What follows belongs to an exercise in optimizing a design on an open flow for small area and a short achievable clock period; a production flow would make more cautious choices. At most, simulation tests tie the RTL to the original design; equivalence was not proved. Function not checked in run 3: the RTL went through the layout flow alone.

==> design/flow/design.v <==
`timescale 1ns/1ps
`default_nettype none
package isa_pkg;
    typedef logic [4:0] opcode_t;
    typedef logic [3:0] alu_op_t;
    typedef logic [1:0] fault_t;
    localparam alu_op_t IADD = 4'h0;
    localparam alu_op_t ISUB = 4'h1;
    localparam alu_op_t IMUL = 4'h2;
    localparam alu_op_t IDIV = 4'h3;
    localparam alu_op_t IREM = 4'h4;
    localparam alu_op_t INEG = 4'h5;
    localparam alu_op_t IOR  = 4'h8;
    localparam alu_op_t IXOR = 4'h9;
    localparam alu_op_t ISHL = 4'hC;
    localparam alu_op_t ISHR = 4'hD;
    localparam alu_op_t IAND = 4'hF;
    localparam opcode_t OP_PUSH = 5'h10;
    localparam opcode_t OP_POP  = 5'h11;
    localparam opcode_t OP_DUP  = 5'h12;
    localparam opcode_t OP_SWAP = 5'h13;
    localparam fault_t FAULT_NONE      = 2'd0;
    localparam fault_t FAULT_UNDERFLOW = 2'd1;
    localparam fault_t FAULT_OVERFLOW  = 2'd2;
    localparam fault_t FAULT_ILLEGAL   = 2'd3;
endpackage
`default_nettype wire
`timescale 1ns/1ps
`default_nettype none
package stack_pkg;
    typedef logic [31:0] word_t;
    localparam int STACK_DEPTH = 8;
    typedef logic [3:0] depth_t;
    typedef logic [2:0] sp_t;
endpackage
`default_nettype wire
`timescale 1ns/1ps
`timescale 1ns/1ps
`timescale 1ns/1ps
`default_nettype none
module stack_control (
    input  logic              rst_n,
    input  logic              cmd_valid,
    input  isa_pkg::opcode_t  cmd_op,
    input  stack_pkg::depth_t depth,
    output isa_pkg::fault_t   fault_c,
    output logic              inc,
    output logic              dec,
    output logic [6:0]        wr_en,
    output logic [6:0]        rd_sel,
    output logic [3:0]        lut,
    output logic              s_imm,
    output logic              s_add,
    output logic              s_sub,
    output logic              s_mul,
    output logic              s_quo,
    output logic              s_rem,
    output logic              s_shl,
    output logic              s_shr
);
    logic [3:0] code;
    logic       is_alu;
    logic       alu_legal;
    logic       ge1;
    logic       ge2;
    logic       full;
    logic       do_push, do_dup, do_pop, do_swap, do_neg, do_bin;
    assign code   = cmd_op[3:0];
    assign is_alu = ~cmd_op[4];
    assign ge1    = (depth != 4'd0);
    assign ge2    = (depth > 4'd1);
    assign full   = depth[3];
    always_comb begin
        case (code)
            4'h6, 4'h7, 4'hA, 4'hB, 4'hE: alu_legal = 1'b0;
            default:                      alu_legal = 1'b1;
        endcase
    end
    always_comb begin
        fault_c = isa_pkg::FAULT_NONE;
        do_push = 1'b0;
        do_dup  = 1'b0;
        do_pop  = 1'b0;
        do_swap = 1'b0;
        do_neg  = 1'b0;
        do_bin  = 1'b0;
        if (is_alu) begin
            if (!alu_legal)               fault_c = isa_pkg::FAULT_ILLEGAL;
            else if (code == isa_pkg::INEG) begin
                if (!ge1)                 fault_c = isa_pkg::FAULT_UNDERFLOW;
                else                      do_neg  = 1'b1;
            end else if (!ge2)            fault_c = isa_pkg::FAULT_UNDERFLOW;
            else                          do_bin  = 1'b1;
        end else begin
            case (cmd_op)
                isa_pkg::OP_PUSH: begin
                    if (full)             fault_c = isa_pkg::FAULT_OVERFLOW;
                    else                  do_push = 1'b1;
                end
                isa_pkg::OP_POP: begin
                    if (!ge1)             fault_c = isa_pkg::FAULT_UNDERFLOW;
                    else                  do_pop  = 1'b1;
                end
                isa_pkg::OP_DUP: begin
                    if (!ge1)             fault_c = isa_pkg::FAULT_UNDERFLOW;
                    else if (full)        fault_c = isa_pkg::FAULT_OVERFLOW;
                    else                  do_dup  = 1'b1;
                end
                isa_pkg::OP_SWAP: begin
                    if (!ge2)             fault_c = isa_pkg::FAULT_UNDERFLOW;
                    else                  do_swap = 1'b1;
                end
                default:                  fault_c = isa_pkg::FAULT_ILLEGAL;
            endcase
        end
    end
    logic go;
    assign go  = cmd_valid & rst_n;
    assign inc = go & (do_push | do_dup);
    assign dec = go & (do_pop | do_bin);
    always_comb begin
        for (int i = 0; i < 7; i++) begin
            rd_sel[i] = (depth == 4'(i + 2));
            wr_en[i]  = go & (((do_push | do_dup) & (depth == 4'(i + 1))) |
                              (do_swap & (depth == 4'(i + 2))));
        end
    end
    always_comb begin
        lut   = 4'b0000;
        s_imm = 1'b0;
        s_add = 1'b0;
        s_sub = 1'b0;
        s_mul = 1'b0;
        s_quo = 1'b0;
        s_rem = 1'b0;
        s_shl = 1'b0;
        s_shr = 1'b0;
        if (!rst_n) begin
            lut = 4'b0000;                         
        end else if (!cmd_valid) begin
            lut = 4'b1010;                         
        end else if (do_push) begin
            s_imm = 1'b1;
        end else if (do_pop | do_swap) begin
            lut = 4'b1100;                         
        end else if (do_neg) begin
            lut = 4'b0101;                         
        end else if (do_bin) begin
            case (code)
                isa_pkg::IADD: s_add = 1'b1;
                isa_pkg::ISUB: s_sub = 1'b1;
                isa_pkg::IMUL: s_mul = 1'b1;
                isa_pkg::IDIV: s_quo = 1'b1;
                isa_pkg::IREM: s_rem = 1'b1;
                isa_pkg::IOR:  lut   = 4'b1110;    
                isa_pkg::IXOR: lut   = 4'b0110;    
                isa_pkg::ISHL: s_shl = 1'b1;
                isa_pkg::ISHR: s_shr = 1'b1;
                default:       lut   = 4'b1000;    
            endcase
        end else begin
            lut = 4'b1010;                         
        end
    end
endmodule
`default_nettype wire
`timescale 1ns/1ps
`default_nettype none
module stack_core (
    input  logic              clk,
    input  logic              rst_n,
    input  logic              cmd_valid,
    input  isa_pkg::opcode_t  cmd_op,
    input  stack_pkg::word_t  cmd_imm,
    output logic              done,
    output logic              fault,
    output isa_pkg::fault_t   fault_code,
    output stack_pkg::word_t  tos,
    output stack_pkg::depth_t depth
);
    stack_pkg::word_t  top;
    stack_pkg::word_t  next;
    stack_pkg::depth_t count;
    isa_pkg::fault_t   fault_c;
    logic inc, dec;
    logic [6:0] wr_en;
    logic [6:0] rd_sel;
    logic [3:0] lut;
    logic s_imm, s_add, s_sub, s_mul, s_quo, s_rem, s_shl, s_shr;
    stack_pkg::word_t r_add, r_sub, r_mul, r_shl, r_shr;
    logic [15:0] r_quo, r_rem;
    logic        r_dz;
    stack_pkg::word_t top_d;
    assign tos   = top;
    assign depth = count;
    stack_control u_control (
        .rst_n     (rst_n),
        .cmd_valid (cmd_valid),
        .cmd_op    (cmd_op),
        .depth     (count),
        .fault_c   (fault_c),
        .inc       (inc),
        .dec       (dec),
        .wr_en     (wr_en),
        .rd_sel    (rd_sel),
        .lut       (lut),
        .s_imm     (s_imm),
        .s_add     (s_add),
        .s_sub     (s_sub),
        .s_mul     (s_mul),
        .s_quo     (s_quo),
        .s_rem     (s_rem),
        .s_shl     (s_shl),
        .s_shr     (s_shr)
    );
    stack_pkg::word_t entries [7];
    always_ff @(posedge clk) begin
        for (int i = 0; i < 7; i++) begin
            if (wr_en[i]) entries[i] <= top;
        end
    end
    always_comb begin
        next = '0;
        for (int i = 0; i < 7; i++) begin
            next = next | (entries[i] & {32{rd_sel[i]}});
        end
    end
    logic [32:0] ca, cs;
    assign ca[0] = 1'b0;
    assign cs[0] = 1'b1;
    always_comb begin
        for (int j = 0; j < 32; j++) begin
            r_add[j]   = next[j] ^ top[j] ^ ca[j];
            ca[j+1]    = (next[j] & top[j]) | (next[j] & ca[j]) | (top[j] & ca[j]);
            r_sub[j]   = next[j] ^ ~top[j] ^ cs[j];
            cs[j+1]    = (next[j] & ~top[j]) | (next[j] & cs[j]) | (~top[j] & cs[j]);
        end
    end
    logic [16:0] ms [16];
    logic [15:0] mc [16];
    logic [16:0] mf;
    always_comb begin
        for (int j = 0; j < 16; j++) begin
            ms[0][j] = next[j] & top[0];
            mc[0][j] = 1'b0;
        end
        ms[0][16] = 1'b0;
        for (int i = 1; i < 16; i++) begin
            r_mul[i-1] = ms[i-1][0];
            ms[i][16]  = 1'b0;
            for (int j = 0; j < 16; j++) begin
                ms[i][j] = (next[j] & top[i]) ^ ms[i-1][j+1] ^ mc[i-1][j];
                mc[i][j] = ((next[j] & top[i]) & ms[i-1][j+1]) |
                           ((next[j] & top[i]) & mc[i-1][j]) |
                           (ms[i-1][j+1] & mc[i-1][j]);
            end
        end
        r_mul[15] = ms[15][0];
        mf[0] = 1'b0;
        for (int j = 0; j < 16; j++) begin
            r_mul[16+j] = ms[15][j+1] ^ mc[15][j] ^ mf[j];
            mf[j+1]     = (ms[15][j+1] & mc[15][j]) | (ms[15][j+1] & mf[j]) |
                          (mc[15][j] & mf[j]);
        end
    end
    assign r_shl = next << top[4:0];
    assign r_shr = next >> top[4:0];
    logic [15:0] dv_a, dv_d, dv_q, dv_r;
    assign dv_a  = next[15:0];
    assign dv_d  = top[15:0];
    assign r_quo = dv_q;
    assign r_rem = dv_r;
    assign r_dz  = (top[15:0] == 16'd0);
    wire [17:0] dv_m1 = {2'b00, dv_d};
    wire [17:0] dv_m2 = {1'b0, dv_d, 1'b0};
    wire [17:0] dv_m3 = dv_m1 + dv_m2;
    wire [18:0] dv_zh1;
    assign dv_zh1[18] = 1'b1;
    assign dv_zh1[17] = dv_zh1[18] & ~dv_m1[17];
    assign dv_zh1[16] = dv_zh1[17] & ~dv_m1[16];
    assign dv_zh1[15] = dv_zh1[16] & ~dv_m1[15];
    assign dv_zh1[14] = dv_zh1[15] & ~dv_m1[14];
    assign dv_zh1[13] = dv_zh1[14] & ~dv_m1[13];
    assign dv_zh1[12] = dv_zh1[13] & ~dv_m1[12];
    assign dv_zh1[11] = dv_zh1[12] & ~dv_m1[11];
    assign dv_zh1[10] = dv_zh1[11] & ~dv_m1[10];
    assign dv_zh1[9] = dv_zh1[10] & ~dv_m1[9];
    assign dv_zh1[8] = dv_zh1[9] & ~dv_m1[8];
    assign dv_zh1[7] = dv_zh1[8] & ~dv_m1[7];
    assign dv_zh1[6] = dv_zh1[7] & ~dv_m1[6];
    assign dv_zh1[5] = dv_zh1[6] & ~dv_m1[5];
    assign dv_zh1[4] = dv_zh1[5] & ~dv_m1[4];
    assign dv_zh1[3] = dv_zh1[4] & ~dv_m1[3];
    assign dv_zh1[2] = dv_zh1[3] & ~dv_m1[2];
    assign dv_zh1[1] = dv_zh1[2] & ~dv_m1[1];
    assign dv_zh1[0] = dv_zh1[1] & ~dv_m1[0];
    wire [18:0] dv_zh2;
    assign dv_zh2[18] = 1'b1;
    assign dv_zh2[17] = dv_zh2[18] & ~dv_m2[17];
    assign dv_zh2[16] = dv_zh2[17] & ~dv_m2[16];
    assign dv_zh2[15] = dv_zh2[16] & ~dv_m2[15];
    assign dv_zh2[14] = dv_zh2[15] & ~dv_m2[14];
    assign dv_zh2[13] = dv_zh2[14] & ~dv_m2[13];
    assign dv_zh2[12] = dv_zh2[13] & ~dv_m2[12];
    assign dv_zh2[11] = dv_zh2[12] & ~dv_m2[11];
    assign dv_zh2[10] = dv_zh2[11] & ~dv_m2[10];
    assign dv_zh2[9] = dv_zh2[10] & ~dv_m2[9];
    assign dv_zh2[8] = dv_zh2[9] & ~dv_m2[8];
    assign dv_zh2[7] = dv_zh2[8] & ~dv_m2[7];
    assign dv_zh2[6] = dv_zh2[7] & ~dv_m2[6];
    assign dv_zh2[5] = dv_zh2[6] & ~dv_m2[5];
    assign dv_zh2[4] = dv_zh2[5] & ~dv_m2[4];
    assign dv_zh2[3] = dv_zh2[4] & ~dv_m2[3];
    assign dv_zh2[2] = dv_zh2[3] & ~dv_m2[2];
    assign dv_zh2[1] = dv_zh2[2] & ~dv_m2[1];
    assign dv_zh2[0] = dv_zh2[1] & ~dv_m2[0];
    wire [18:0] dv_zh3;
    assign dv_zh3[18] = 1'b1;
    assign dv_zh3[17] = dv_zh3[18] & ~dv_m3[17];
    assign dv_zh3[16] = dv_zh3[17] & ~dv_m3[16];
    assign dv_zh3[15] = dv_zh3[16] & ~dv_m3[15];
    assign dv_zh3[14] = dv_zh3[15] & ~dv_m3[14];
    assign dv_zh3[13] = dv_zh3[14] & ~dv_m3[13];
    assign dv_zh3[12] = dv_zh3[13] & ~dv_m3[12];
    assign dv_zh3[11] = dv_zh3[12] & ~dv_m3[11];
    assign dv_zh3[10] = dv_zh3[11] & ~dv_m3[10];
    assign dv_zh3[9] = dv_zh3[10] & ~dv_m3[9];
    assign dv_zh3[8] = dv_zh3[9] & ~dv_m3[8];
    assign dv_zh3[7] = dv_zh3[8] & ~dv_m3[7];
    assign dv_zh3[6] = dv_zh3[7] & ~dv_m3[6];
    assign dv_zh3[5] = dv_zh3[6] & ~dv_m3[5];
    assign dv_zh3[4] = dv_zh3[5] & ~dv_m3[4];
    assign dv_zh3[3] = dv_zh3[4] & ~dv_m3[3];
    assign dv_zh3[2] = dv_zh3[3] & ~dv_m3[2];
    assign dv_zh3[1] = dv_zh3[2] & ~dv_m3[1];
    assign dv_zh3[0] = dv_zh3[1] & ~dv_m3[0];
    wire dv_s0_x0 = dv_a[15];
    wire [1:0] dv_s0m1_s = {1'b0, {dv_s0_x0}} - {1'b0, dv_m1[0:0]};
    wire dv_s0_ge1 = dv_zh1[1] & ~dv_s0m1_s[1];
    assign dv_q[15] = dv_s0_ge1;
    wire dv_s0_r0 = dv_s0_ge1 ? dv_s0m1_s[0] : dv_s0_x0;
    wire dv_s1_x0 = dv_a[14];
    wire dv_s1_x1 = dv_s0_r0;
    wire [2:0] dv_s1m1_s = {1'b0, {dv_s1_x1, dv_s1_x0}} - {1'b0, dv_m1[1:0]};
    wire dv_s1_ge1 = dv_zh1[2] & ~dv_s1m1_s[2];
    assign dv_q[14] = dv_s1_ge1;
    wire dv_s1_r0 = dv_s1_ge1 ? dv_s1m1_s[0] : dv_s1_x0;
    wire dv_s1_r1 = dv_s1_ge1 ? dv_s1m1_s[1] : dv_s1_x1;
    wire dv_s2_x0 = dv_a[13];
    wire dv_s2_x1 = dv_s1_r0;
    wire dv_s2_x2 = dv_s1_r1;
    wire [3:0] dv_s2m1_s = {1'b0, {dv_s2_x2, dv_s2_x1, dv_s2_x0}} - {1'b0, dv_m1[2:0]};
    wire dv_s2_ge1 = dv_zh1[3] & ~dv_s2m1_s[3];
    assign dv_q[13] = dv_s2_ge1;
    wire dv_s2_r0 = dv_s2_ge1 ? dv_s2m1_s[0] : dv_s2_x0;
    wire dv_s2_r1 = dv_s2_ge1 ? dv_s2m1_s[1] : dv_s2_x1;
    wire dv_s2_r2 = dv_s2_ge1 ? dv_s2m1_s[2] : dv_s2_x2;
    wire dv_s3_x0 = dv_a[12];
    wire dv_s3_x1 = dv_s2_r0;
    wire dv_s3_x2 = dv_s2_r1;
    wire dv_s3_x3 = dv_s2_r2;
    wire [4:0] dv_s3m1_s = {1'b0, {dv_s3_x3, dv_s3_x2, dv_s3_x1, dv_s3_x0}} - {1'b0, dv_m1[3:0]};
    wire dv_s3_ge1 = dv_zh1[4] & ~dv_s3m1_s[4];
    assign dv_q[12] = dv_s3_ge1;
    wire dv_s3_r0 = dv_s3_ge1 ? dv_s3m1_s[0] : dv_s3_x0;
    wire dv_s3_r1 = dv_s3_ge1 ? dv_s3m1_s[1] : dv_s3_x1;
    wire dv_s3_r2 = dv_s3_ge1 ? dv_s3m1_s[2] : dv_s3_x2;
    wire dv_s3_r3 = dv_s3_ge1 ? dv_s3m1_s[3] : dv_s3_x3;
    wire dv_s4_x0 = dv_a[11];
    wire dv_s4_x1 = dv_s3_r0;
    wire dv_s4_x2 = dv_s3_r1;
    wire dv_s4_x3 = dv_s3_r2;
    wire dv_s4_x4 = dv_s3_r3;
    wire [5:0] dv_s4m1_s = {1'b0, {dv_s4_x4, dv_s4_x3, dv_s4_x2, dv_s4_x1, dv_s4_x0}} - {1'b0, dv_m1[4:0]};
    wire dv_s4_ge1 = dv_zh1[5] & ~dv_s4m1_s[5];
    assign dv_q[11] = dv_s4_ge1;
    wire dv_s4_r0 = dv_s4_ge1 ? dv_s4m1_s[0] : dv_s4_x0;
    wire dv_s4_r1 = dv_s4_ge1 ? dv_s4m1_s[1] : dv_s4_x1;
    wire dv_s4_r2 = dv_s4_ge1 ? dv_s4m1_s[2] : dv_s4_x2;
    wire dv_s4_r3 = dv_s4_ge1 ? dv_s4m1_s[3] : dv_s4_x3;
    wire dv_s4_r4 = dv_s4_ge1 ? dv_s4m1_s[4] : dv_s4_x4;
    wire dv_s5_x0 = dv_a[10];
    wire dv_s5_x1 = dv_s4_r0;
    wire dv_s5_x2 = dv_s4_r1;
    wire dv_s5_x3 = dv_s4_r2;
    wire dv_s5_x4 = dv_s4_r3;
    wire dv_s5_x5 = dv_s4_r4;
    wire [6:0] dv_s5m1_s = {1'b0, {dv_s5_x5, dv_s5_x4, dv_s5_x3, dv_s5_x2, dv_s5_x1, dv_s5_x0}} - {1'b0, dv_m1[5:0]};
    wire dv_s5_ge1 = dv_zh1[6] & ~dv_s5m1_s[6];
    assign dv_q[10] = dv_s5_ge1;
    wire dv_s5_r0 = dv_s5_ge1 ? dv_s5m1_s[0] : dv_s5_x0;
    wire dv_s5_r1 = dv_s5_ge1 ? dv_s5m1_s[1] : dv_s5_x1;
    wire dv_s5_r2 = dv_s5_ge1 ? dv_s5m1_s[2] : dv_s5_x2;
    wire dv_s5_r3 = dv_s5_ge1 ? dv_s5m1_s[3] : dv_s5_x3;
    wire dv_s5_r4 = dv_s5_ge1 ? dv_s5m1_s[4] : dv_s5_x4;
    wire dv_s5_r5 = dv_s5_ge1 ? dv_s5m1_s[5] : dv_s5_x5;
    wire dv_s6_x0 = dv_a[9];
    wire dv_s6_x1 = dv_s5_r0;
    wire dv_s6_x2 = dv_s5_r1;
    wire dv_s6_x3 = dv_s5_r2;
    wire dv_s6_x4 = dv_s5_r3;
    wire dv_s6_x5 = dv_s5_r4;
    wire dv_s6_x6 = dv_s5_r5;
    wire [7:0] dv_s6m1_s = {1'b0, {dv_s6_x6, dv_s6_x5, dv_s6_x4, dv_s6_x3, dv_s6_x2, dv_s6_x1, dv_s6_x0}} - {1'b0, dv_m1[6:0]};
    wire dv_s6_ge1 = dv_zh1[7] & ~dv_s6m1_s[7];
    assign dv_q[9] = dv_s6_ge1;
    wire dv_s6_r0 = dv_s6_ge1 ? dv_s6m1_s[0] : dv_s6_x0;
    wire dv_s6_r1 = dv_s6_ge1 ? dv_s6m1_s[1] : dv_s6_x1;
    wire dv_s6_r2 = dv_s6_ge1 ? dv_s6m1_s[2] : dv_s6_x2;
    wire dv_s6_r3 = dv_s6_ge1 ? dv_s6m1_s[3] : dv_s6_x3;
    wire dv_s6_r4 = dv_s6_ge1 ? dv_s6m1_s[4] : dv_s6_x4;
    wire dv_s6_r5 = dv_s6_ge1 ? dv_s6m1_s[5] : dv_s6_x5;
    wire dv_s6_r6 = dv_s6_ge1 ? dv_s6m1_s[6] : dv_s6_x6;
    wire dv_s7_x0 = dv_a[8];
    wire dv_s7_x1 = dv_s6_r0;
    wire dv_s7_x2 = dv_s6_r1;
    wire dv_s7_x3 = dv_s6_r2;
    wire dv_s7_x4 = dv_s6_r3;
    wire dv_s7_x5 = dv_s6_r4;
    wire dv_s7_x6 = dv_s6_r5;
    wire dv_s7_x7 = dv_s6_r6;
    wire [8:0] dv_s7m1_s = {1'b0, {dv_s7_x7, dv_s7_x6, dv_s7_x5, dv_s7_x4, dv_s7_x3, dv_s7_x2, dv_s7_x1, dv_s7_x0}} - {1'b0, dv_m1[7:0]};
    wire dv_s7_ge1 = dv_zh1[8] & ~dv_s7m1_s[8];
    assign dv_q[8] = dv_s7_ge1;
    wire dv_s7_r0 = dv_s7_ge1 ? dv_s7m1_s[0] : dv_s7_x0;
    wire dv_s7_r1 = dv_s7_ge1 ? dv_s7m1_s[1] : dv_s7_x1;
    wire dv_s7_r2 = dv_s7_ge1 ? dv_s7m1_s[2] : dv_s7_x2;
    wire dv_s7_r3 = dv_s7_ge1 ? dv_s7m1_s[3] : dv_s7_x3;
    wire dv_s7_r4 = dv_s7_ge1 ? dv_s7m1_s[4] : dv_s7_x4;
    wire dv_s7_r5 = dv_s7_ge1 ? dv_s7m1_s[5] : dv_s7_x5;
    wire dv_s7_r6 = dv_s7_ge1 ? dv_s7m1_s[6] : dv_s7_x6;
    wire dv_s7_r7 = dv_s7_ge1 ? dv_s7m1_s[7] : dv_s7_x7;
    wire dv_s8_x0 = dv_a[6];
    wire dv_s8_x1 = dv_a[7];
    wire dv_s8_x2 = dv_s7_r0;
    wire dv_s8_x3 = dv_s7_r1;
    wire dv_s8_x4 = dv_s7_r2;
    wire dv_s8_x5 = dv_s7_r3;
    wire dv_s8_x6 = dv_s7_r4;
    wire dv_s8_x7 = dv_s7_r5;
    wire dv_s8_x8 = dv_s7_r6;
    wire dv_s8_x9 = dv_s7_r7;
    wire [10:0] dv_s8m1_s = {1'b0, {dv_s8_x9, dv_s8_x8, dv_s8_x7, dv_s8_x6, dv_s8_x5, dv_s8_x4, dv_s8_x3, dv_s8_x2, dv_s8_x1, dv_s8_x0}} - {1'b0, dv_m1[9:0]};
    wire dv_s8_ge1 = dv_zh1[10] & ~dv_s8m1_s[10];
    wire [10:0] dv_s8m2_s = {1'b0, {dv_s8_x9, dv_s8_x8, dv_s8_x7, dv_s8_x6, dv_s8_x5, dv_s8_x4, dv_s8_x3, dv_s8_x2, dv_s8_x1, dv_s8_x0}} - {1'b0, dv_m2[9:0]};
    wire dv_s8_ge2 = dv_zh2[10] & ~dv_s8m2_s[10];
    wire [10:0] dv_s8m3_s = {1'b0, {dv_s8_x9, dv_s8_x8, dv_s8_x7, dv_s8_x6, dv_s8_x5, dv_s8_x4, dv_s8_x3, dv_s8_x2, dv_s8_x1, dv_s8_x0}} - {1'b0, dv_m3[9:0]};
    wire dv_s8_ge3 = dv_zh3[10] & ~dv_s8m3_s[10];
    assign dv_q[7] = dv_s8_ge2;
    assign dv_q[6] = dv_s8_ge3 | (dv_s8_ge1 & ~dv_s8_ge2);
    wire dv_s8_r0 = dv_s8_ge3 ? dv_s8m3_s[0] : dv_s8_ge2 ? dv_s8m2_s[0] : dv_s8_ge1 ? dv_s8m1_s[0] : dv_s8_x0;
    wire dv_s8_r1 = dv_s8_ge3 ? dv_s8m3_s[1] : dv_s8_ge2 ? dv_s8m2_s[1] : dv_s8_ge1 ? dv_s8m1_s[1] : dv_s8_x1;
    wire dv_s8_r2 = dv_s8_ge3 ? dv_s8m3_s[2] : dv_s8_ge2 ? dv_s8m2_s[2] : dv_s8_ge1 ? dv_s8m1_s[2] : dv_s8_x2;
    wire dv_s8_r3 = dv_s8_ge3 ? dv_s8m3_s[3] : dv_s8_ge2 ? dv_s8m2_s[3] : dv_s8_ge1 ? dv_s8m1_s[3] : dv_s8_x3;
    wire dv_s8_r4 = dv_s8_ge3 ? dv_s8m3_s[4] : dv_s8_ge2 ? dv_s8m2_s[4] : dv_s8_ge1 ? dv_s8m1_s[4] : dv_s8_x4;
    wire dv_s8_r5 = dv_s8_ge3 ? dv_s8m3_s[5] : dv_s8_ge2 ? dv_s8m2_s[5] : dv_s8_ge1 ? dv_s8m1_s[5] : dv_s8_x5;
    wire dv_s8_r6 = dv_s8_ge3 ? dv_s8m3_s[6] : dv_s8_ge2 ? dv_s8m2_s[6] : dv_s8_ge1 ? dv_s8m1_s[6] : dv_s8_x6;
    wire dv_s8_r7 = dv_s8_ge3 ? dv_s8m3_s[7] : dv_s8_ge2 ? dv_s8m2_s[7] : dv_s8_ge1 ? dv_s8m1_s[7] : dv_s8_x7;
    wire dv_s8_r8 = dv_s8_ge3 ? dv_s8m3_s[8] : dv_s8_ge2 ? dv_s8m2_s[8] : dv_s8_ge1 ? dv_s8m1_s[8] : dv_s8_x8;
    wire dv_s8_r9 = dv_s8_ge3 ? dv_s8m3_s[9] : dv_s8_ge2 ? dv_s8m2_s[9] : dv_s8_ge1 ? dv_s8m1_s[9] : dv_s8_x9;
    wire dv_s9_x0 = dv_a[4];
    wire dv_s9_x1 = dv_a[5];
    wire dv_s9_x2 = dv_s8_r0;
    wire dv_s9_x3 = dv_s8_r1;
    wire dv_s9_x4 = dv_s8_r2;
    wire dv_s9_x5 = dv_s8_r3;
    wire dv_s9_x6 = dv_s8_r4;
    wire dv_s9_x7 = dv_s8_r5;
    wire dv_s9_x8 = dv_s8_r6;
    wire dv_s9_x9 = dv_s8_r7;
    wire dv_s9_x10 = dv_s8_r8;
    wire dv_s9_x11 = dv_s8_r9;
    wire [12:0] dv_s9m1_s = {1'b0, {dv_s9_x11, dv_s9_x10, dv_s9_x9, dv_s9_x8, dv_s9_x7, dv_s9_x6, dv_s9_x5, dv_s9_x4, dv_s9_x3, dv_s9_x2, dv_s9_x1, dv_s9_x0}} - {1'b0, dv_m1[11:0]};
    wire dv_s9_ge1 = dv_zh1[12] & ~dv_s9m1_s[12];
    wire [12:0] dv_s9m2_s = {1'b0, {dv_s9_x11, dv_s9_x10, dv_s9_x9, dv_s9_x8, dv_s9_x7, dv_s9_x6, dv_s9_x5, dv_s9_x4, dv_s9_x3, dv_s9_x2, dv_s9_x1, dv_s9_x0}} - {1'b0, dv_m2[11:0]};
    wire dv_s9_ge2 = dv_zh2[12] & ~dv_s9m2_s[12];
    wire [12:0] dv_s9m3_s = {1'b0, {dv_s9_x11, dv_s9_x10, dv_s9_x9, dv_s9_x8, dv_s9_x7, dv_s9_x6, dv_s9_x5, dv_s9_x4, dv_s9_x3, dv_s9_x2, dv_s9_x1, dv_s9_x0}} - {1'b0, dv_m3[11:0]};
    wire dv_s9_ge3 = dv_zh3[12] & ~dv_s9m3_s[12];
    assign dv_q[5] = dv_s9_ge2;
    assign dv_q[4] = dv_s9_ge3 | (dv_s9_ge1 & ~dv_s9_ge2);
    wire dv_s9_r0 = dv_s9_ge3 ? dv_s9m3_s[0] : dv_s9_ge2 ? dv_s9m2_s[0] : dv_s9_ge1 ? dv_s9m1_s[0] : dv_s9_x0;
    wire dv_s9_r1 = dv_s9_ge3 ? dv_s9m3_s[1] : dv_s9_ge2 ? dv_s9m2_s[1] : dv_s9_ge1 ? dv_s9m1_s[1] : dv_s9_x1;
    wire dv_s9_r2 = dv_s9_ge3 ? dv_s9m3_s[2] : dv_s9_ge2 ? dv_s9m2_s[2] : dv_s9_ge1 ? dv_s9m1_s[2] : dv_s9_x2;
    wire dv_s9_r3 = dv_s9_ge3 ? dv_s9m3_s[3] : dv_s9_ge2 ? dv_s9m2_s[3] : dv_s9_ge1 ? dv_s9m1_s[3] : dv_s9_x3;
    wire dv_s9_r4 = dv_s9_ge3 ? dv_s9m3_s[4] : dv_s9_ge2 ? dv_s9m2_s[4] : dv_s9_ge1 ? dv_s9m1_s[4] : dv_s9_x4;
    wire dv_s9_r5 = dv_s9_ge3 ? dv_s9m3_s[5] : dv_s9_ge2 ? dv_s9m2_s[5] : dv_s9_ge1 ? dv_s9m1_s[5] : dv_s9_x5;
    wire dv_s9_r6 = dv_s9_ge3 ? dv_s9m3_s[6] : dv_s9_ge2 ? dv_s9m2_s[6] : dv_s9_ge1 ? dv_s9m1_s[6] : dv_s9_x6;
    wire dv_s9_r7 = dv_s9_ge3 ? dv_s9m3_s[7] : dv_s9_ge2 ? dv_s9m2_s[7] : dv_s9_ge1 ? dv_s9m1_s[7] : dv_s9_x7;
    wire dv_s9_r8 = dv_s9_ge3 ? dv_s9m3_s[8] : dv_s9_ge2 ? dv_s9m2_s[8] : dv_s9_ge1 ? dv_s9m1_s[8] : dv_s9_x8;
    wire dv_s9_r9 = dv_s9_ge3 ? dv_s9m3_s[9] : dv_s9_ge2 ? dv_s9m2_s[9] : dv_s9_ge1 ? dv_s9m1_s[9] : dv_s9_x9;
    wire dv_s9_r10 = dv_s9_ge3 ? dv_s9m3_s[10] : dv_s9_ge2 ? dv_s9m2_s[10] : dv_s9_ge1 ? dv_s9m1_s[10] : dv_s9_x10;
    wire dv_s9_r11 = dv_s9_ge3 ? dv_s9m3_s[11] : dv_s9_ge2 ? dv_s9m2_s[11] : dv_s9_ge1 ? dv_s9m1_s[11] : dv_s9_x11;
    wire dv_s10_x0 = dv_a[2];
    wire dv_s10_x1 = dv_a[3];
    wire dv_s10_x2 = dv_s9_r0;
    wire dv_s10_x3 = dv_s9_r1;
    wire dv_s10_x4 = dv_s9_r2;
    wire dv_s10_x5 = dv_s9_r3;
    wire dv_s10_x6 = dv_s9_r4;
    wire dv_s10_x7 = dv_s9_r5;
    wire dv_s10_x8 = dv_s9_r6;
    wire dv_s10_x9 = dv_s9_r7;
    wire dv_s10_x10 = dv_s9_r8;
    wire dv_s10_x11 = dv_s9_r9;
    wire dv_s10_x12 = dv_s9_r10;
    wire dv_s10_x13 = dv_s9_r11;
    wire [14:0] dv_s10m1_s = {1'b0, {dv_s10_x13, dv_s10_x12, dv_s10_x11, dv_s10_x10, dv_s10_x9, dv_s10_x8, dv_s10_x7, dv_s10_x6, dv_s10_x5, dv_s10_x4, dv_s10_x3, dv_s10_x2, dv_s10_x1, dv_s10_x0}} - {1'b0, dv_m1[13:0]};
    wire dv_s10_ge1 = dv_zh1[14] & ~dv_s10m1_s[14];
    wire [14:0] dv_s10m2_s = {1'b0, {dv_s10_x13, dv_s10_x12, dv_s10_x11, dv_s10_x10, dv_s10_x9, dv_s10_x8, dv_s10_x7, dv_s10_x6, dv_s10_x5, dv_s10_x4, dv_s10_x3, dv_s10_x2, dv_s10_x1, dv_s10_x0}} - {1'b0, dv_m2[13:0]};
    wire dv_s10_ge2 = dv_zh2[14] & ~dv_s10m2_s[14];
    wire [14:0] dv_s10m3_s = {1'b0, {dv_s10_x13, dv_s10_x12, dv_s10_x11, dv_s10_x10, dv_s10_x9, dv_s10_x8, dv_s10_x7, dv_s10_x6, dv_s10_x5, dv_s10_x4, dv_s10_x3, dv_s10_x2, dv_s10_x1, dv_s10_x0}} - {1'b0, dv_m3[13:0]};
    wire dv_s10_ge3 = dv_zh3[14] & ~dv_s10m3_s[14];
    assign dv_q[3] = dv_s10_ge2;
    assign dv_q[2] = dv_s10_ge3 | (dv_s10_ge1 & ~dv_s10_ge2);
    wire dv_s10_r0 = dv_s10_ge3 ? dv_s10m3_s[0] : dv_s10_ge2 ? dv_s10m2_s[0] : dv_s10_ge1 ? dv_s10m1_s[0] : dv_s10_x0;
    wire dv_s10_r1 = dv_s10_ge3 ? dv_s10m3_s[1] : dv_s10_ge2 ? dv_s10m2_s[1] : dv_s10_ge1 ? dv_s10m1_s[1] : dv_s10_x1;
    wire dv_s10_r2 = dv_s10_ge3 ? dv_s10m3_s[2] : dv_s10_ge2 ? dv_s10m2_s[2] : dv_s10_ge1 ? dv_s10m1_s[2] : dv_s10_x2;
    wire dv_s10_r3 = dv_s10_ge3 ? dv_s10m3_s[3] : dv_s10_ge2 ? dv_s10m2_s[3] : dv_s10_ge1 ? dv_s10m1_s[3] : dv_s10_x3;
    wire dv_s10_r4 = dv_s10_ge3 ? dv_s10m3_s[4] : dv_s10_ge2 ? dv_s10m2_s[4] : dv_s10_ge1 ? dv_s10m1_s[4] : dv_s10_x4;
    wire dv_s10_r5 = dv_s10_ge3 ? dv_s10m3_s[5] : dv_s10_ge2 ? dv_s10m2_s[5] : dv_s10_ge1 ? dv_s10m1_s[5] : dv_s10_x5;
    wire dv_s10_r6 = dv_s10_ge3 ? dv_s10m3_s[6] : dv_s10_ge2 ? dv_s10m2_s[6] : dv_s10_ge1 ? dv_s10m1_s[6] : dv_s10_x6;
    wire dv_s10_r7 = dv_s10_ge3 ? dv_s10m3_s[7] : dv_s10_ge2 ? dv_s10m2_s[7] : dv_s10_ge1 ? dv_s10m1_s[7] : dv_s10_x7;
    wire dv_s10_r8 = dv_s10_ge3 ? dv_s10m3_s[8] : dv_s10_ge2 ? dv_s10m2_s[8] : dv_s10_ge1 ? dv_s10m1_s[8] : dv_s10_x8;
    wire dv_s10_r9 = dv_s10_ge3 ? dv_s10m3_s[9] : dv_s10_ge2 ? dv_s10m2_s[9] : dv_s10_ge1 ? dv_s10m1_s[9] : dv_s10_x9;
    wire dv_s10_r10 = dv_s10_ge3 ? dv_s10m3_s[10] : dv_s10_ge2 ? dv_s10m2_s[10] : dv_s10_ge1 ? dv_s10m1_s[10] : dv_s10_x10;
    wire dv_s10_r11 = dv_s10_ge3 ? dv_s10m3_s[11] : dv_s10_ge2 ? dv_s10m2_s[11] : dv_s10_ge1 ? dv_s10m1_s[11] : dv_s10_x11;
    wire dv_s10_r12 = dv_s10_ge3 ? dv_s10m3_s[12] : dv_s10_ge2 ? dv_s10m2_s[12] : dv_s10_ge1 ? dv_s10m1_s[12] : dv_s10_x12;
    wire dv_s10_r13 = dv_s10_ge3 ? dv_s10m3_s[13] : dv_s10_ge2 ? dv_s10m2_s[13] : dv_s10_ge1 ? dv_s10m1_s[13] : dv_s10_x13;
    wire dv_s11_x0 = dv_a[0];
    wire dv_s11_x1 = dv_a[1];
    wire dv_s11_x2 = dv_s10_r0;
    wire dv_s11_x3 = dv_s10_r1;
    wire dv_s11_x4 = dv_s10_r2;
    wire dv_s11_x5 = dv_s10_r3;
    wire dv_s11_x6 = dv_s10_r4;
    wire dv_s11_x7 = dv_s10_r5;
    wire dv_s11_x8 = dv_s10_r6;
    wire dv_s11_x9 = dv_s10_r7;
    wire dv_s11_x10 = dv_s10_r8;
    wire dv_s11_x11 = dv_s10_r9;
    wire dv_s11_x12 = dv_s10_r10;
    wire dv_s11_x13 = dv_s10_r11;
    wire dv_s11_x14 = dv_s10_r12;
    wire dv_s11_x15 = dv_s10_r13;
    wire [16:0] dv_s11m1_s = {1'b0, {dv_s11_x15, dv_s11_x14, dv_s11_x13, dv_s11_x12, dv_s11_x11, dv_s11_x10, dv_s11_x9, dv_s11_x8, dv_s11_x7, dv_s11_x6, dv_s11_x5, dv_s11_x4, dv_s11_x3, dv_s11_x2, dv_s11_x1, dv_s11_x0}} - {1'b0, dv_m1[15:0]};
    wire dv_s11_ge1 = dv_zh1[16] & ~dv_s11m1_s[16];
    wire [16:0] dv_s11m2_s = {1'b0, {dv_s11_x15, dv_s11_x14, dv_s11_x13, dv_s11_x12, dv_s11_x11, dv_s11_x10, dv_s11_x9, dv_s11_x8, dv_s11_x7, dv_s11_x6, dv_s11_x5, dv_s11_x4, dv_s11_x3, dv_s11_x2, dv_s11_x1, dv_s11_x0}} - {1'b0, dv_m2[15:0]};
    wire dv_s11_ge2 = dv_zh2[16] & ~dv_s11m2_s[16];
    wire [16:0] dv_s11m3_s = {1'b0, {dv_s11_x15, dv_s11_x14, dv_s11_x13, dv_s11_x12, dv_s11_x11, dv_s11_x10, dv_s11_x9, dv_s11_x8, dv_s11_x7, dv_s11_x6, dv_s11_x5, dv_s11_x4, dv_s11_x3, dv_s11_x2, dv_s11_x1, dv_s11_x0}} - {1'b0, dv_m3[15:0]};
    wire dv_s11_ge3 = dv_zh3[16] & ~dv_s11m3_s[16];
    assign dv_q[1] = dv_s11_ge2;
    assign dv_q[0] = dv_s11_ge3 | (dv_s11_ge1 & ~dv_s11_ge2);
    wire dv_s11_r0 = dv_s11_ge3 ? dv_s11m3_s[0] : dv_s11_ge2 ? dv_s11m2_s[0] : dv_s11_ge1 ? dv_s11m1_s[0] : dv_s11_x0;
    wire dv_s11_r1 = dv_s11_ge3 ? dv_s11m3_s[1] : dv_s11_ge2 ? dv_s11m2_s[1] : dv_s11_ge1 ? dv_s11m1_s[1] : dv_s11_x1;
    wire dv_s11_r2 = dv_s11_ge3 ? dv_s11m3_s[2] : dv_s11_ge2 ? dv_s11m2_s[2] : dv_s11_ge1 ? dv_s11m1_s[2] : dv_s11_x2;
    wire dv_s11_r3 = dv_s11_ge3 ? dv_s11m3_s[3] : dv_s11_ge2 ? dv_s11m2_s[3] : dv_s11_ge1 ? dv_s11m1_s[3] : dv_s11_x3;
    wire dv_s11_r4 = dv_s11_ge3 ? dv_s11m3_s[4] : dv_s11_ge2 ? dv_s11m2_s[4] : dv_s11_ge1 ? dv_s11m1_s[4] : dv_s11_x4;
    wire dv_s11_r5 = dv_s11_ge3 ? dv_s11m3_s[5] : dv_s11_ge2 ? dv_s11m2_s[5] : dv_s11_ge1 ? dv_s11m1_s[5] : dv_s11_x5;
    wire dv_s11_r6 = dv_s11_ge3 ? dv_s11m3_s[6] : dv_s11_ge2 ? dv_s11m2_s[6] : dv_s11_ge1 ? dv_s11m1_s[6] : dv_s11_x6;
    wire dv_s11_r7 = dv_s11_ge3 ? dv_s11m3_s[7] : dv_s11_ge2 ? dv_s11m2_s[7] : dv_s11_ge1 ? dv_s11m1_s[7] : dv_s11_x7;
    wire dv_s11_r8 = dv_s11_ge3 ? dv_s11m3_s[8] : dv_s11_ge2 ? dv_s11m2_s[8] : dv_s11_ge1 ? dv_s11m1_s[8] : dv_s11_x8;
    wire dv_s11_r9 = dv_s11_ge3 ? dv_s11m3_s[9] : dv_s11_ge2 ? dv_s11m2_s[9] : dv_s11_ge1 ? dv_s11m1_s[9] : dv_s11_x9;
    wire dv_s11_r10 = dv_s11_ge3 ? dv_s11m3_s[10] : dv_s11_ge2 ? dv_s11m2_s[10] : dv_s11_ge1 ? dv_s11m1_s[10] : dv_s11_x10;
    wire dv_s11_r11 = dv_s11_ge3 ? dv_s11m3_s[11] : dv_s11_ge2 ? dv_s11m2_s[11] : dv_s11_ge1 ? dv_s11m1_s[11] : dv_s11_x11;
    wire dv_s11_r12 = dv_s11_ge3 ? dv_s11m3_s[12] : dv_s11_ge2 ? dv_s11m2_s[12] : dv_s11_ge1 ? dv_s11m1_s[12] : dv_s11_x12;
    wire dv_s11_r13 = dv_s11_ge3 ? dv_s11m3_s[13] : dv_s11_ge2 ? dv_s11m2_s[13] : dv_s11_ge1 ? dv_s11m1_s[13] : dv_s11_x13;
    wire dv_s11_r14 = dv_s11_ge3 ? dv_s11m3_s[14] : dv_s11_ge2 ? dv_s11m2_s[14] : dv_s11_ge1 ? dv_s11m1_s[14] : dv_s11_x14;
    wire dv_s11_r15 = dv_s11_ge3 ? dv_s11m3_s[15] : dv_s11_ge2 ? dv_s11m2_s[15] : dv_s11_ge1 ? dv_s11m1_s[15] : dv_s11_x15;
    assign dv_r = {dv_s11_r15, dv_s11_r14, dv_s11_r13, dv_s11_r12, dv_s11_r11, dv_s11_r10, dv_s11_r9, dv_s11_r8, dv_s11_r7, dv_s11_r6, dv_s11_r5, dv_s11_r4, dv_s11_r3, dv_s11_r2, dv_s11_r1, dv_s11_r0};
    always_comb begin
        for (int j = 0; j < 32; j++) begin
            top_d[j] = lut[{next[j], top[j]}] |
                       (s_imm & cmd_imm[j]) | (s_add & r_add[j]) | (s_sub & r_sub[j]) |
                       (s_mul & r_mul[j]) | (s_shl & r_shl[j]) | (s_shr & r_shr[j]);
            if (j < 16) top_d[j] = top_d[j] | (s_quo & r_quo[j]) | (s_rem & r_rem[j]);
            else        top_d[j] = top_d[j] | (s_quo & r_dz);
        end
    end
    always_ff @(posedge clk) begin
        top <= top_d;
        if (!rst_n) begin
            count      <= '0;
            done       <= 1'b0;
            fault      <= 1'b0;
            fault_code <= isa_pkg::FAULT_NONE;
        end else begin
            if (inc)      count <= count + 4'd1;
            else if (dec) count <= count - 4'd1;
            done       <= cmd_valid;
            fault      <= cmd_valid && (fault_c != isa_pkg::FAULT_NONE);
            fault_code <= cmd_valid ? fault_c : isa_pkg::FAULT_NONE;
        end
    end
endmodule
`default_nettype wire
==> design/flow/flow/run.sh <==
#!/bin/bash
# The standard layout, with these changes to how it is made:
# - the setup repair is asked to leave a margin of slack at the design's own
#   clock period, so that the resizer keeps working on the paths that set the
#   achieved period; the repair after global routing gets a slightly larger
#   margin, since detailed routing makes some paths a little slower than the
#   global-route estimate;
# - the port buffers (one on every input and output, as the standard flow
#   places them) are plain buffers rather than the default delay buffers.
set -euo pipefail
export BUFFER_PORTS_ARGS="-buffer_cell sky130_fd_sc_hd__buf_2"
SETUP_SLACK_MARGIN=85 bash standard.sh cts > standard_make_to_cts.log 2>&1
SETUP_SLACK_MARGIN=85.8 bash standard.sh > standard_make.log 2>&1
==> design/flow/standard.sh <==
#!/bin/bash
# synth_recipe.tcl (not shown) runs the flow's synth.tcl, then flattens the netlist and writes it again
# the make line also repeats each setting of config.mk as NAME=value (left out here)
make -C /OpenROAD-flow-scripts/flow DESIGN_CONFIG=/design/flow/config.mk WORK_HOME=/design/flow/orfs CLKGATE_MAP_FILE= SYNTH_SCRIPT=/design/flow/synth_recipe.tcl "${@:-finish}"
==> design/flow/config.mk <==
export PLATFORM = sky130hd
export DESIGN_NAME = stack_core
export DESIGN_NICKNAME = stack_core
export VERILOG_FILES = /design/flow/design.v
export SDC_FILE = /design/flow/constraint.sdc
export NUM_CORES = 4
export LEC_CHECK = 0
export ABC_AREA = 1
export CAP_MARGIN = 20
export CORE_MARGIN = 2
export CORE_UTILIZATION = 60
export CTS_BUF_LIST = sky130_fd_sc_hd__clkbuf_8
export SLEW_MARGIN = 20
export SYNTH_HIERARCHICAL = 1
==> design/flow/constraint.sdc <==
create_clock -name core_clock -period 110.0 [get_ports {clk}]
set_input_delay 22.0000 -clock core_clock [delete_from_list [all_inputs] [get_ports {clk}]]
set_output_delay 22.0000 -clock core_clock [all_outputs]
set_load 0.01 [all_outputs]
==> out/results.tsv, run 1 <==
stage	metric	value	unit
detailed_routing	DRT antenna net count	0	
min_path	Hold Path Class	register to register	
cells_and_area	nets@finish	4568	
global_route	met2 usage	0.6552	
cells_and_area	final cell count without fillers	4683	
cells_and_area	synthesis-to-layout area growth	10.83	%
global_route	largest net degree at the start of global routing	61	
detailed_routing	detailed-route via count	30230	
clock_network	clock latency (worst-skew pair)	0.58	ns
sta	Layout Skew	0.03889	ns
clock_network	clock-pin slew of the registers on the worst-case setup and hold paths	0.07	ns
synth	Mapped Cells	3822	
detailed_routing	drt drc	0	
critical_path	CP max FO	12	
floorplanning	I/O pins	80	
synth	asr flop ratio synth	0	
global_route	first-pass GRT wire length	170700	um
clock_network	CTS sink cnt	264	
sta	Final Max Slew Viols	0	
sta	RSZ-0062 raised after global routing	yes	
detailed_routing	vias per cell	6.456	
detailed_routing	DR iter-0 viols	3046	
outcome	status	no timing/DRC/antenna violations	
critical_path	Worst Setup Path Type	input pin to register	
sta	fin crit share	0.2207	
synth	syn_nets	4427	
synth	Warnings, synthesis	11	
global_route	vias in the first global route	29120	
detailed_routing	final WL	116600	um
critical_path	Worst EP arrival	24.77	ns
sta	min Tclk post-route	24.28	ns
sta	Final Hold Viols	0	
clock_network	H-tree depth	2	
synth	number of synthesized register bits	264	
synth	average cell area after synthesis	8.288	sq um
cells_and_area	Fillers	4321	
cells_and_area	fraction of layout cells with a size suffix above 1	0.1267	
sta	Least-Margin Pin Slew	1.157	ns
floorplanning	DIE WIDTH	233.8	um
clock_network	CTS tree	yes	
synth	dominant synthesized flop cell	edfxtp_1	
clock_network	buffer depth of the longest clock path	3	
synth	synthesized cell area	31680	sq um
floorplanning	Std-Cell Rows	84	
global_route	initial antenna violation count	1	
floorplanning	Initial Util	0.6052	
sta	Fmax	0.04119	GHz
sta	setup TNS	0	ns
critical_path	Crit. End Element	register	
synth	Post-synth EDFFs	224	
placement	post-DP HPWL	85130	um
synth	Seq/Total Area, Yosys	0.2376	
floorplanning	core area	52340	sq um
global_route	GRT Util Overall	0.4162	
synth	post-synth cell types	63	
placement	I/O Buffers	79	
clock_network	Clk Tree Root Cell	clkbuf_8	
detailed_routing	WL/cell	24.91	um
sta	Final setup viols	0	
cells_and_area	commonest cells after routing, fill and taps aside	756 x nand2_1, 400 x inv_1, 341 x nor2_1, 304 x fa_1, 258 x ha_1	
sta	Slew Limit Headroom	0.2265	
critical_path	Worst Setup Start Kind	input pin	
placement	dpl cells	4527	
placement	RePlAce Congestion	1.039	
clock_network	Num CTS Buffers	39	
floorplanning	Die H	233.8	um
global_route	GR peak layer	met2	
cells_and_area	most common cell after layout, fill and taps aside	nand2_1	
detailed_routing	drt pass-1 iters	9	
global_route	GR Overflow Total	0	
global_route	GR met3 Demand/Resource	0.09010	
run	maxcap violations	0	
critical_path	WP data required	110.49	ns
floorplanning	die area	54650	sq um
global_route	GR Util met1	0.5330	
sta	Final WS setup	85.72	ns
placement	pre-CTS WS	83.66	ns
[area by class of cell]
cell class	instances	area (sq um)	share of cell area
diodes	2	5.005	0.0001425
repair buffers	235	1749	0.04982
flip-flops and latches	264	7546	0.2149
well taps	688	860.8	0.02452
clock inverters	32	153.9	0.004383
clock buffers	39	536.8	0.01529
inverters	432	1678	0.04779
repair inverters	5	32.53	0.0009266
multi-input cells	2986	22550	0.6422
[worst max-delay path: stages]
cell and delay [ns]:
buf_6 0.12, nor2_4 0.15, buf_4 0.15, nor2_1 0.06
o21ai_2 0.11, nand3_2 0.25, nor2_2 0.20, buf_6 0.24
nand2_1 0.09, nor4_1 0.39, buf_4 0.26, clkinvlp_4 0.20
nand3_1 0.15, a221oi_1 0.06, o21ai_0 0.17, nor2_1 0.06
o211ai_1 0.08
[cell usage after synthesis (all sizes together), types with 7 or more instances]
| master | n | area [sq um] |
|---|---|---|
| xor2 | 85 | 744.5 |
| a21o | 9 | 67.56 |
| a22o | 65 | 569.3 |
| o21ai | 289 | 1503 |
| edfxtp | 224 | 6726 |
| clkinv | 20 | 76.32 |
| nand3 | 169 | 905.9 |
| nor3 | 17 | 85.08 |
| buf | 40 | 161.4 |
| dfxtp | 40 | 800.8 |
| a31oi | 18 | 118.9 |
| o211ai | 16 | 125.1 |
| a221oi | 64 | 560.5 |
| ha | 261 | 3266 |
| xnor2 | 43 | 376.6 |
| fa | 304 | 6086 |
| o2111ai | 30 | 262.8 |
| a2111oi | 11 | 96.34 |
| mux2i | 17 | 170.2 |
| a211oi | 23 | 172.7 |
| nand3b | 7 | 56.30 |
| inv | 412 | 1546 |
| o22ai | 17 | 120.1 |
| nand4 | 16 | 118.9 |
| or2 | 33 | 206.4 |
| a21oi | 256 | 1289 |
| nor2 | 366 | 1434 |
| nand2 | 782 | 2978 |
| o21bai | 50 | 379.1 |
| o221ai | 9 | 78.83 |
| clkbuf | 101 | 379.1 |
[kinds of logic after synthesis]
| kind of cell | synth area share |
|---|---|
| buf+inv | 0.06829 |
| xor+xnor | 0.03539 |
| fa+ha+maj | 0.2952 |
| simple gates | 0.1845 |
| compound gates | 0.1737 |
| mux | 0.005372 |
| flops | 0.2376 |
[stage by stage]
step           utilization  hold WS, ns  instance area (sq um)
6_report            0.6708       0.5395                  35110
5_1_grt             0.6707       0.5522                  35100
4_1_cts             0.6456       0.5450                  33790
3_5_place_dp        0.6317       0.5338                  33060
3_3_place_gp        0.6312       0.5174                  33040
2_1_floorplan            -       0.5420                  31680
[Yosys stat by module, one instance, submodules excluded]
module | cells inside | times used | cell area (sq um)
stack_core | 3696 | 1 | 31090
stack_control | 126 | 1 | 588.1
[sequential cells by signal, summed over array words and instances (netlist names)]
name        flops
count           4
done            1
entries       224
fault           1
fault_code      2
top            32
[worst paths after layout]
kind / from / end / slack [ns] / cells past startpoint
max: cmd_op[3] / top[31]$_DFF_P_ / 85.72 / 17
min: count[0]$_SDFFE_PN0P_ / count[0]$_SDFFE_PN0P_ / 0.54 / 1
max reg2reg: count[2]$_SDFFE_PN0P_ / top[11]$_DFF_P_ / 87.19 / 150
min reg2reg: count[0]$_SDFFE_PN0P_ / count[0]$_SDFFE_PN0P_ / 0.54 / 1
[routing by layer]
| layer | part of all wire | up-vias |
|---|---|---|
| li1 | - | 13270 |
| met4 | 0.071 | 2 |
| met2 | 0.44 | 1997 |
| met1 | 0.37 | 14490 |
| met3 | 0.12 | 478 |
| met5 | 0.00011 | - |
[what timing repair did]
item | CTS | global route
gates resized for setup | 14 | 188
endpoints found under the setup margin | 25 | 32
gates cloned | 1 | 9
endpoints found under the hold margin | 0 | 0
buffers inserted | 0 | 73
hold buffers | 0 | 0
pin swaps | 0 | 28
==> run 2: changes to the inputs <==
--- a/design/flow/flow/run.sh
+++ b/design/flow/flow/run.sh
@@ -12,2 +12,2 @@
 SETUP_SLACK_MARGIN=85 bash standard.sh cts > standard_make_to_cts.log 2>&1
-SETUP_SLACK_MARGIN=85.8 bash standard.sh > standard_make.log 2>&1
+SETUP_SLACK_MARGIN=85.4 bash standard.sh > standard_make.log 2>&1
--- a/design/flow/config.mk
+++ b/design/flow/config.mk
@@ -12,2 +12,4 @@
 export CTS_BUF_LIST = sky130_fd_sc_hd__clkbuf_8
+export CTS_CLUSTER_DIAMETER = 70
+export CTS_CLUSTER_SIZE = 12
 export SLEW_MARGIN = 20
==> run 2 against run 1 <==
Net effect:
- still clean
- register-to-register slack lost 0.33 ns
- via count shrank 1.4%
- global-route usage shrank 0.14 points
- flip-flop and latch count is the same
- non-clock buffer count shrank 37
- critical endpoint is now top[10]$_DFF_P_
- largest cell class unchanged
==> out/results.tsv, run 2 <==
stage	metric	value	unit
sta	Final Hold Viols	0	
synth	average cell area after synthesis	8.288	sq um
synth	Warnings, synthesis	11	
cells_and_area	Top Registers	entries x224, top x32, count x4	
clock_network	CTS sink cnt	264	
placement	placed cell areas	33060	sq um
outcome	status	no timing/DRC/antenna violations	
synth	synthesized cell area	31680	sq um
clock_network	buffer depth of the longest clock path	3	
detailed_routing	DR iter-0 viols	2947	
placement	I/O Buffers	79	
cells_and_area	final cell count without fillers	4624	
cells_and_area	fraction of layout cells with a size suffix above 1	0.1050	
detailed_routing	vias per cell	6.447	
cells_and_area	synthesis-to-layout area growth	8.267	%
global_route	first-pass GRT wire length	170200	um
critical_path	max incr delay on CP	0.50	ns
floorplanning	DIE WIDTH	233.8	um
run	maxcap violations	0	
synth	asr flop ratio synth	0	
critical_path	Worst EP arrival	25.01	ns
placement	dpl cells	4527	
cells_and_area	nets@finish	4517	
sta	min Tclk post-route	24.53	ns
placement	RePlAce Congestion	1.039	
sta	fin crit share	0.2230	
critical_path	Most common cell on crit path	nor2_4	
clock_network	Num CTS Buffers	26	
cells_and_area	Reg with most FFs	entries	
synth	Yosys top cell by area	edfxtp_1	
placement	post-DP HPWL	85130	um
synth	dominant synthesized flop cell	edfxtp_1	
synth	most numerous cell in the Yosys netlist	nand2_1	
synth	Mapped Cells	3822	
sta	Layout Skew	0.02930	ns
critical_path	WP data required	110.48	ns
clock_network	clock latency (worst-skew pair)	0.60	ns
detailed_routing	DRT antenna net count	0	
sta	Final setup viols	0	
sta	Slew Limit Headroom	0.2404	
critical_path	Crit. End Element	register	
detailed_routing	drt drc	0	
sta	RSZ-0062 raised after global routing	no	
synth	Post-synth EDFFs	224	
critical_path	Worst Setup Path Type	input pin to register	
sta	Least-Margin Pin Slew	1.137	ns
floorplanning	core area	52340	sq um
clock_network	H-tree depth	1	
global_route	initial antenna violation count	5	
min_path	Hold Path Class	register to register	
global_route	largest net degree at the start of global routing	61	
critical_path	slowest CP cell	a221oi_1	
floorplanning	die area	54650	sq um
critical_path	Worst Setup Start Kind	input pin	
detailed_routing	WL/cell	24.78	um
cells_and_area	most common cell after layout, fill and taps aside	nand2_1	
sta	setup TNS	0	ns
cells_and_area	max reg flops	224	
global_route	GRT Util Overall	0.4148	
floorplanning	I/O pins	80	
floorplanning	Initial Util	0.6052	
cells_and_area	commonest cells after routing, fill and taps aside	760 x nand2_1, 410 x inv_1, 345 x nor2_1, 304 x fa_1, 259 x ha_1	
cells_and_area	Final Cell Area	34300	sq um
detailed_routing	drt pass-1 iters	6	
global_route	GR Overflow Total	0	
clock_network	Clk Tree Root Cell	clkbuf_8	
synth	Seq/Total Area, Yosys	0.2376	
synth	Yosys top cell area share	0.2123	
critical_path	CP max FO	32	
synth	number of synthesized register bits	264	
sta	Hold WS	0.5390	ns
detailed_routing	final WL	114600	um
synth	post-synth cell types	63	
clock_network	clock-pin slew of the registers on the worst-case setup and hold paths	0.09	ns
synth	top cells by count, synth	769 x nand2_1, 401 x inv_1, 354 x nor2_1, 304 x fa_1, 261 x ha_1	
clock_network	CTS tree	yes	
synth	syn_nets	4427	
sta	Final Max Slew Viols	0	
global_route	vias in the first global route	28980	
sta	Fmax	0.04077	GHz
critical_path	crit path cell chain	buf_2, nor2_4, nand3_4, nor2_4, nor2_2, nand3_2, nor2_1, inv_1, buf_4, o2111ai_1, a211oi_1, o221ai_1, a221oi_1, nand2_1	
synth	top cells by area, synth	edfxtp_1 21%, fa_1 19%, ha_1 10%	
detailed_routing	detailed-route via count	29810	
floorplanning	Std-Cell Rows	84	
floorplanning	Die H	233.8	um
run 2: Yosys stat by module, one instance, submodules excluded:
module	cells	times used
stack_control	126	1
stack_core	3696	1
run 2: final cells by class:
cell class / count / area [sq um]
antenna: 4 / 10.01
clock buffer: 27 / 371.6
clock inverter: 21 / 91.34
fill: 4428 / 18040
inverter: 432 / 1677
multi-input combinational: 2986 / 22360
sequential: 264 / 7546
tap: 688 / 860.8
timing repair buffer: 198 / 1360
timing repair inverter: 4 / 25.02
run 2: final timing paths:
kind	from	endpoint	slack, ns	cells after the start
setup / recovery	cmd_op[3]	top[10]$_DFF_P_	85.47	14
hold / removal	count[0]$_SDFFE_PN0P_	count[0]$_SDFFE_PN0P_	0.54	1
setup reg to reg	count[2]$_SDFFE_PN0P_	top[11]$_DFF_P_	86.86	144
hold reg to reg	count[0]$_SDFFE_PN0P_	count[0]$_SDFFE_PN0P_	0.54	1
run 2: repair_timing:
item                       CTS  global route
hold buffers                 0             0
pin swaps                    0            10
setup endpoints to repair   25            32
cloned                       1             5
buffers inserted             0            39
resized for setup           14           107
run 2: logic make-up (layout without fill, tap and decap cells):
group,count (synthesis),count (layout),synth area share
AND/OR/NAND/NOR,1399,1400,0.1845
AO/OA/AOI/OAI,876,876,0.1737
buffers and inverters,573,682,0.06829
adder cells (fa/ha/maj),565,565,0.2952
flip-flops,264,264,0.2376
XOR/XNOR,128,128,0.03539
multiplexers,17,17,0.005372
other,0,4,0
run 2: worst max-delay path, delay by kind of cell:
| family | cells | cell delay (ns) |
|---|---|---|
| AND/OR/NAND/NOR | 7 | 0.91 |
| buffers and inverters | 3 | 0.57 |
| AO/OA/AOI/OAI | 4 | 1.48 |
run 2: routing by layer:
metal	vias up	track usage	share of wire
li1	13150	-	-
met4	4	0.2350	0.067
met3	429	0.08889	0.11
met1	14410	0.5310	0.38
met2	1821	0.6551	0.44
met5	-	0	0.00026
run 2: metrics by stage:
| stage | setup WS [ns] | util |
|---|---|---|
| floorplan | 85.78 | - |
| global placement | 83.60 | 0.6312 |
| detailed placement | 83.66 | 0.6317 |
| CTS | 84.95 | 0.6412 |
| global route | 85.29 | 0.6551 |
| finish | 85.47 | 0.6553 |
==> run 3: changes to the inputs <==
--- a/design/flow/design.v
+++ b/design/flow/design.v
@@ -45,2 +45,3 @@
     input  stack_pkg::depth_t depth,
+    input  logic              div_zero,
     output isa_pkg::fault_t   fault_c,
@@ -58,3 +59,4 @@
     output logic              s_shl,
-    output logic              s_shr
+    output logic              s_shr,
+    output logic              s_qhi
 );
@@ -164,2 +166,3 @@
     end
+    assign s_qhi = s_quo & div_zero;
 endmodule
@@ -188,3 +191,3 @@
     logic [3:0] lut;
-    logic s_imm, s_add, s_sub, s_mul, s_quo, s_rem, s_shl, s_shr;
+    logic s_imm, s_add, s_sub, s_mul, s_quo, s_rem, s_shl, s_shr, s_qhi;
     stack_pkg::word_t r_add, r_sub, r_mul, r_shl, r_shr;
@@ -200,2 +203,3 @@
         .depth     (count),
+        .div_zero  (r_dz),
         .fault_c   (fault_c),
@@ -213,3 +217,4 @@
         .s_shl     (s_shl),
-        .s_shr     (s_shr)
+        .s_shr     (s_shr),
+        .s_qhi     (s_qhi)
     );
@@ -575,3 +580,3 @@
             if (j < 16) top_d[j] = top_d[j] | (s_quo & r_quo[j]) | (s_rem & r_rem[j]);
-            else        top_d[j] = top_d[j] | (s_quo & r_dz);
+            else        top_d[j] = top_d[j] | s_qhi;
         end
--- a/design/flow/config.mk
+++ b/design/flow/config.mk
@@ -12,4 +12,2 @@
 export CTS_BUF_LIST = sky130_fd_sc_hd__clkbuf_8
-export CTS_CLUSTER_DIAMETER = 70
-export CTS_CLUSTER_SIZE = 12
 export SLEW_MARGIN = 20
==> run 3 against run 2 <==
Net effect:
- synthesized cell count shrank 1.2%
- worst hold slack gained 0.012 ns
- critical path depth grew 1
- synthesized area shrank 0.53%
- register-to-register slack gained 0.39 ns
- largest cell class unchanged
==> out/results.tsv, run 3 <==
stage	metric	value	unit
detailed_routing	DR iter-0 viols	3334	
placement	pre-CTS WS	84.09	ns
sta	Final setup viols	0	
cells_and_area	synthesis-to-layout area growth	9.971	%
sta	Slew Limit Headroom	0.2034	
sta	RSZ-0062 raised after global routing	no	
clock_network	CTS tree	yes	
global_route	vias in the first global route	29170	
critical_path	Worst EP arrival	25.15	ns
synth	Mapped Cells	3778	
cells_and_area	nets@finish	4487	
outcome	status	no timing/DRC/antenna violations	
critical_path	WP data required	110.50	ns
min_path	Hold Path Class	register to register	
sta	Layout Skew	0.07841	ns
floorplanning	Initial Util	0.6105	
sta	Least-Margin Pin Slew	1.186	ns
synth	top cells by area, synth	edfxtp_1 21%, fa_1 19%, ha_1 10%	
synth	syn_nets	4383	
global_route	initial antenna violation count	4	
cells_and_area	commonest cells after routing, fill and taps aside	700 x nand2_1, 395 x inv_1, 345 x nor2_1, 304 x fa_1, 257 x a21oi_1	
placement	I/O Buffers	79	
floorplanning	Std-Cell Rows	83	
synth	dominant synthesized flop cell	edfxtp_1	
floorplanning	die area	54360	sq um
synth	top cells by count, synth	712 x nand2_1, 401 x inv_1, 356 x nor2_1, 304 x fa_1, 274 x o21ai_0	
global_route	first-pass GRT wire length	176400	um
synth	Yosys top cell by area	edfxtp_1	
floorplanning	Die H	233.2	um
sta	Final Max Slew Viols	0	
placement	post-DP HPWL	88420	um
global_route	largest net degree at the start of global routing	69	
clock_network	Clk Tree Root Cell	clkbuf_8	
clock_network	clock-pin slew of the registers on the worst-case setup and hold paths	0.07	ns
min_path	Hold Startpoint	count[3]$_SDFFE_PN0P_	
global_route	GR Overflow Total	0	
sta	Final Hold Viols	0	
detailed_routing	drt drc	0	
synth	most numerous cell in the Yosys netlist	nand2_1	
critical_path	CP startpoint	cmd_op[3]	
clock_network	clock latency (worst-skew pair)	0.65	ns
detailed_routing	final WL	119500	um
cells_and_area	fraction of layout cells with a size suffix above 1	0.1155	
cells_and_area	most common cell after layout, fill and taps aside	nand2_1	
min_path	WHS Path Cells	2	
critical_path	CP max FO	32	
critical_path	Crit. End Element	register	
synth	asr flop ratio synth	0	
sta	min Tclk post-route	24.65	ns
cells_and_area	Fillers	4281	
clock_network	Num CTS Buffers	40	
placement	RePlAce Congestion	1.029	
synth	post-synth cell types	65	
sta	fin crit share	0.2241	
sta	Fmax	0.04056	GHz
clock_network	buffer depth of the longest clock path	3	
detailed_routing	vias per cell	6.462	
floorplanning	core area	51610	sq um
detailed_routing	DRT antenna net count	0	
synth	Seq/Total Area, Yosys	0.2389	
synth	number of synthesized register bits	264	
floorplanning	I/O pins	80	
floorplanning	DIE WIDTH	233.2	um
critical_path	FF-to-FF Start	top[15]$_DFF_P_	
detailed_routing	drt pass-1 iters	8	
## run 3: changes by cell type in the layout (fill, tap and decap cells not counted), moves of 9 or more
cell	delta
clkbuf_8	+13
clkinv_1	+13
inv_1	-15
nand2_1	-60
nand3_1	-27
o21ai_0	+31
o21ai_1	+9
## run 3: per-stage QoR
stage	utilization	instances
2_1_floorplan	-	3778
3_3_place_gp	0.6370	4471
3_5_place_dp	0.6378	4474
4_1_cts	0.6538	4548
5_1_grt	0.6714	4594
6_report	0.6714	4594
## run 3: per-layer routing
layer	wire length, um	up-vias	track usage	share of wire
li1	-	13070	-	-
met3	12580	546	0.09473	0.11
met4	11950	4	0.3473	0.10
met5	28	-	0	0.00023
met1	42770	14200	0.5272	0.36
met2	52130	1867	0.6825	0.44
## run 3: final timing paths
check / to / slack, ns
max: top[6]$_DFF_P_ / 85.35
min: count[3]$_SDFFE_PN0P_ / 0.55
max reg2reg: top[2]$_DFF_P_ / 87.25
min reg2reg: count[3]$_SDFFE_PN0P_ / 0.55
## run 3: logic make-up after synthesis
logic type / share of synthesized area
xor+xnor: 0.03669
simple gates: 0.1727
mux: 0.004765
flops: 0.2389
compound gates: 0.1812
fa+ha+maj: 0.2968
buf+inv: 0.06890
## run 3: modules after synthesis (local to each module, per instance)
module         cell area, sq um  cells inside  times used  flops+latches
stack_core                30960          3660           1            264
stack_control             551.8           118           1              0
## run 3: cell type report
class / count / area, sq um / share of cell area
diodes: 1 / 2.502 / 0.00007222
repair inverters: 2 / 12.51 / 0.0003611
clock inverters: 33 / 252.7 / 0.007294
clock buffers: 40 / 550.5 / 0.01589
multi-input cells: 2941 / 22290 / 0.6432
repair buffers: 208 / 1504 / 0.04340
flip-flops and latches: 264 / 7545 / 0.2177
well taps: 680 / 850.8 / 0.02455
inverters: 425 / 1644 / 0.04745
## run 3: what timing repair did
item                                    in CTS  in global routing
hold buffers                                 0                  0
setup buffers                                0                 40
gates cloned                                 1                  5
endpoints found under the hold margin        0                  0
pin swaps                                    0                 13
resized for setup                            6                137
endpoints found under the setup margin      15                 32
## run 3: worst max-delay path: stages
cell	delay, ns
buf_2	0.18
inv_2	0.08
nand2_2	0.16
nand3_2	0.13
nand2_1	0.16
nor2_4	0.09
nand2_4	0.18
nor2_1	0.06
inv_1	0.05
buf_4	0.37
o21ai_0	0.19
a21oi_1	0.15
o211ai_1	0.25
a2111oi_1	0.99
nand2_1	0.10

[port drivers added, routing unchanged]
How much do the figures lean on ideal ports? The routed layouts below were timed once more, with nothing changed but the port constraints. Step 1 (the two cells are an assumption about what drives the block):
set clk [get_ports {clk}]
set_driving_cell -lib_cell sky130_fd_sc_hd__clkbuf_16 $clk
set_driving_cell -lib_cell sky130_fd_sc_hd__buf_2 [delete_from_list [all_inputs] $clk]
Step 2 adds t to the input delays and takes it off the output delays; t is the mean of the earliest and latest rising clock arrival at the registers after step 1. Input paths then give back, and output paths get back, about the clock's delay inside the block. a / b / c = no drivers / after step 1 / after step 2; a / b = the first two.
run	t, ns	setup WS [ns]	worst register clock-pin slew, ns
run 1	0.615	85.725 / 85.739 / 85.123	0.08 / 0.08
run 2	0.639	85.474 / 85.496 / 84.857	0.10 / 0.10
run 3	0.654	85.347 / 85.373 / 84.719	0.08 / 0.08
After both steps every run listed still meets setup and hold. For run 3, which loses most, drivers alone change the setup slack by +0.026 ns; drivers and shift together by -0.628 ns.
